Context: an optimization exercise on an open-source flow, tuned for small area. The choices shown serve that exercise and are no tape-out recipe. The RTL was checked by simulation tests, not by an equivalence proof against the original design. Power is estimated from default activity; no workload was simulated.

==> flow/design.v <==
`timescale 1ns/1ps
package seeg_pkg;
    localparam int RHD_CHANNELS = 8;
    localparam int RHS_CHANNELS = 4;
    localparam int ZCHECK_SAMPLES = 8;  
    localparam int CONFIG_WORDS = 10;
    localparam int RHD_CLOCK_DIV = 2;  
    localparam int RHS_CLOCK_DIV = 1;
    localparam int RHD_SEED = 0;
    localparam int RHS_SEED = 128;
    typedef logic [15:0] sample_t;
    typedef logic [3:0] chan_t;  
    typedef logic [1:0] zscale_t;  
    typedef sample_t [RHD_CHANNELS-1:0] rhd_frame_t;
    typedef sample_t [RHS_CHANNELS-1:0] rhs_frame_t;
    typedef struct packed {
        rhs_frame_t rhs;
        rhd_frame_t rhd;
    } record_frame_t;
    typedef sample_t [ZCHECK_SAMPLES-1:0] zcheck_block_t;
    typedef enum logic [1:0] {
        op_config,
        op_record,
        op_zcheck
    } engine_op_e;
endpackage
`timescale 1ns/1ps
`timescale 1ns/1ps
`timescale 1ns/1ps
`timescale 1ns/1ps
module seeg_top (
    input  logic                      clk,
    input  logic                      config_done_reset_flag,
    input  logic                      record_start,
    input  logic                      record_stop,
    input  logic                      zcheck_start,
    input  seeg_pkg::zscale_t         zcheck_scale,
    input  logic                      record_ready,
    input  logic                      zcheck_ready,
    output logic                      busy,
    output logic                      zcheck_done,
    output seeg_pkg::record_frame_t   record_frame,
    output logic                      record_valid,
    output seeg_pkg::zcheck_block_t   zcheck_block,
    output seeg_pkg::chan_t           zcheck_channel,
    output logic                      zcheck_valid
);
    typedef enum logic [2:0] {
        s_ready     = 3'b000,
        s_cfg_close = 3'b001,
        s_run       = 3'b010,
        s_push      = 3'b011,
        s_cfg_open  = 3'b101,
        s_run1      = 3'b110,
        s_push1     = 3'b111
    } state_t;
    state_t state;
    logic [4:0] tmr;        
    logic zcheck_mode;
    logic stop_pending;     
    logic [9:0] frame_n;    
    logic [9:0] frame_n2;   
    logic [1:0] scale_q;    
    logic mode_bit;         
    logic capture;
    logic [1:0] zscale;     
    logic first, in_run, in_push, in_cfg;
    logic rhs_next, last_ch;
    logic done_now, tmr_clear;
    logic rec_take, z_take, take;
    localparam logic [4:0] T0 = 5'b01001;
    assign busy = state != s_ready;
    assign stop_pending = mode_bit;
    assign scale_q[0] = mode_bit;
    assign capture = in_run && tmr[3] && tmr[0] && !tmr[4];
    assign first = state[2];
    assign in_run = state[1] && !state[0];
    assign in_push = state[1] && state[0];
    assign in_cfg = !state[1] && state[0];
    assign rhs_next = (zcheck_channel[3] && !(zcheck_channel[1] && zcheck_channel[0]))
                   || (zcheck_channel[2] && zcheck_channel[1] && zcheck_channel[0]);
    assign last_ch = zcheck_channel[3] && zcheck_channel[1] && !zcheck_channel[0];
    assign rec_take = in_push && !zcheck_mode && (!record_valid || record_ready);
    assign z_take = in_push && zcheck_mode && (!zcheck_valid || zcheck_ready);
    assign take = rec_take || z_take;
    always_comb begin
        if (in_cfg)
            done_now = first ? tmr[4] && tmr[2] && tmr[1]        
                             : tmr[3] && tmr[2] && tmr[0];       
        else if (in_run)
            done_now = (zcheck_mode && rhs_next) ? tmr[3] && tmr[1]   
                                                 : tmr[2] && !tmr[1] && tmr[0];  
        else
            done_now = 1'b0;
    end
    assign zcheck_done = state == s_ready && zcheck_mode && !tmr[0];
    assign tmr_clear = config_done_reset_flag || state == s_ready || take
                     || (done_now && state != s_cfg_close);
    always_ff @(posedge clk) begin
        if (config_done_reset_flag) begin
            state <= s_ready;
            record_valid <= 1'b0;
            zcheck_valid <= 1'b0;
        end else begin
            if (rec_take) record_valid <= 1'b1;
            else if (record_ready) record_valid <= 1'b0;
            if (z_take) zcheck_valid <= 1'b1;
            else if (zcheck_ready) zcheck_valid <= 1'b0;
            case (state)
                s_ready: if (record_start || zcheck_start) state <= s_cfg_open;
                s_cfg_open: if (done_now) state <= s_run1;
                s_cfg_close: if (done_now) state <= s_ready;
                s_run: if (done_now) state <= s_push;
                s_run1: if (done_now) state <= s_push1;
                s_push, s_push1: begin
                    if (take) state <= (zcheck_mode ? last_ch : stop_pending) ? s_cfg_close : s_run;
                end
                default: state <= s_ready;
            endcase
        end
    end
    always_ff @(posedge clk) begin
        tmr <= tmr_clear ? T0 : {tmr[3:0], !(tmr[4] ^ tmr[2])};
        if (state == s_ready) zcheck_mode <= !record_start;
        if (state == s_ready) mode_bit <= 1'b0;
        else if (!zcheck_mode) mode_bit <= mode_bit || record_stop;
        else if (capture) mode_bit <= zcheck_scale[0];
        if (capture) scale_q[1] <= zcheck_scale[1];
        if (rec_take) frame_n[0] <= !first && !frame_n[0];
        if (rec_take && (first || frame_n[0])) frame_n[9:1] <= first ? 9'd0 : frame_n2[9:1];
        if (config_done_reset_flag) zcheck_channel <= 4'd11;
        else if (z_take) begin
            zcheck_channel[0] <= !zcheck_channel[0];
            zcheck_channel[1] <= zcheck_channel[1] ^ zcheck_channel[0];
            zcheck_channel[2] <= (zcheck_channel[2] ^ (zcheck_channel[1] && zcheck_channel[0]))
                              && !zcheck_channel[3];
            zcheck_channel[3] <= rhs_next;
        end
        if (z_take) zscale <= scale_q;
    end
    logic [191:0] frame_w;
    logic [127:0] block_w;
    assign record_frame = frame_w;
    assign zcheck_block = block_w;
    assign frame_n2 = {frame_n[9:1] + 9'd1, frame_n[0]};
    for (genvar c = 0; c < seeg_pkg::RHD_CHANNELS; c++) begin : g_rhd
        assign frame_w[16*c +: 16] = {frame_n, 6'(c)};
    end
    for (genvar c = 0; c < seeg_pkg::RHS_CHANNELS; c++) begin : g_rhs
        assign frame_w[128 + 16*c +: 16] = {frame_n2, 6'(c)};
    end
    for (genvar k = 0; k < seeg_pkg::ZCHECK_SAMPLES; k++) begin : g_z
        assign block_w[16*k +: 16] =
            16'({zcheck_channel[3], 1'b0, zcheck_channel[2:0], 3'(k)}) << zscale;
    end
endmodule
==> flow/config.mk <==
export PLATFORM = sky130hd
export DESIGN_NAME = seeg_top
export DESIGN_NICKNAME = seeg_top
export VERILOG_FILES = /design/flow/design.v
export SDC_FILE = /design/flow/constraint.sdc
export NUM_CORES = 4
export LEC_CHECK = 0
export ABC_AREA = 1
export CAP_MARGIN = 20
export CORE_MARGIN = 2
export CORE_UTILIZATION = 40
export CTS_BUF_LIST = sky130_fd_sc_hd__clkbuf_4
export CTS_CLUSTER_DIAMETER = 20
export PLACE_DENSITY = 0.85
export SLEW_MARGIN = 20
==> flow/constraint.sdc <==
create_clock -name core_clock -period 5.0 [get_ports {clk}]
set_input_delay 1.0000 -clock core_clock [delete_from_list [all_inputs] [get_ports {clk}]]
set_output_delay 1.0000 -clock core_clock [all_outputs]
set_load 0.01 [all_outputs]
standard.sh (not shown) runs the stock make flow with config.mk's settings and CLKGATE_MAP_FILE= SYNTH_SCRIPT=/design/flow/synth_recipe.tcl, a recipe that flattens the netlist after the stock synthesis.
==> flow/flow/run.sh <==
#!/bin/bash
# The standard synthesis and layout, with these changes to how they are
# done: ABC maps the logic with an area-recovery script (flow/area.abc) in
# place of ORFS's; port buffers use the smallest buffer; constant outputs
# share the synthesis's tie cells instead of one tie cell per port; the
# clock tree is built without dummy loads.
set -euo pipefail
work=$PWD
export SKIP_REPAIR_TIE_FANOUT=1
export BUFFER_PORTS_ARGS="-buffer_cell sky130_fd_sc_hd__buf_1"
# clock tree: no dummy load cells for skew balancing
export CTS_ARGS="-sink_clustering_enable -repair_clock_nets -dont_use_dummy_load -sink_clustering_max_diameter 20 -buf_list sky130_fd_sc_hd__clkbuf_4"
export MY_ABC_SCRIPT=$work/flow/area.abc
{
  cat <<'TCL'
proc abc {args} {
  set i [lsearch -exact $args -script]
  if {$i >= 0} { lset args [expr {$i + 1}] $::env(MY_ABC_SCRIPT) }
  puts "abc script replaced: abc $args"
  yosys abc {*}$args
}
TCL
  cat synth_recipe.tcl
} > own_synth.tcl
sed "s#SYNTH_SCRIPT=[^ ]*#SYNTH_SCRIPT=$work/own_synth.tcl#" standard.sh > own_standard.sh
bash own_standard.sh synth > synth.log 2>&1
bash own_standard.sh > layout.log 2>&1
==> flow/flow/area.abc <==
strash
dch -f
amap
topo
buffer -c
upsize -c
dnsize -c
The baseline ran to the end with no violations.
Edit:
--- a/flow/config.mk
+++ b/flow/config.mk
@@ -14 +13,0 @@
-export PLACE_DENSITY = 0.85
=> The changed run finished clean. Synthesized area stays the same. Cell count is unchanged. Routed wire length goes down by a few percent. Utilization stays the same. Register-to-register slack is better by 0.10 ns. Sequential power is about the same. Clock power hardly moves. Total power goes down slightly. Via count goes down slightly. Combinational power goes down slightly. Final area stays the same.
Edit:
==> flow/flow/area.abc (replaced) <==
strash
dch -f
amap
topo
dnsize -c
=> Non-clock buffer count came out higher by 1. Total power drops slightly. Setup slack got worse by 0.038 ns. Global-route usage is about the same. Utilization barely changes. Die area is lower slightly.

==> port drivers added, routing unchanged <==
The results above use ideal ports. As a check the final layouts listed here were re-extracted and re-timed, cells and wires unchanged. Step 1 (the two cells are an assumption about what drives the block):
set clk [get_ports {clk}]
set_driving_cell -lib_cell sky130_fd_sc_hd__clkbuf_16 $clk
set_driving_cell -lib_cell sky130_fd_sc_hd__buf_2 [delete_from_list [all_inputs] $clk]
Step 2, shift: input delay + t, output delay - t, t = (earliest + latest rising clock arrival at the registers) / 2. This alone moves slack from input paths to output paths. Slacks: ideal / step 1 / step 2; pairs: ideal / step 1.
| run | t, ns | setup WS [ns] | worst register clock-pin slew, ns | worst slew at a driven data input, ns |
|---|---|---|---|---|
| the first run | 0.346 | 1.401 / 1.375 / 1.721 | 0.10 / 0.10 | 0.05 |
| the second run | 0.345 | 1.459 / 1.432 / 1.777 | 0.10 / 0.10 | 0.04 |
| the third run | 0.337 | 1.421 / 1.391 / 1.728 | 0.10 / 0.10 | 0.04 |
After both steps setup and hold are still met in every run listed.
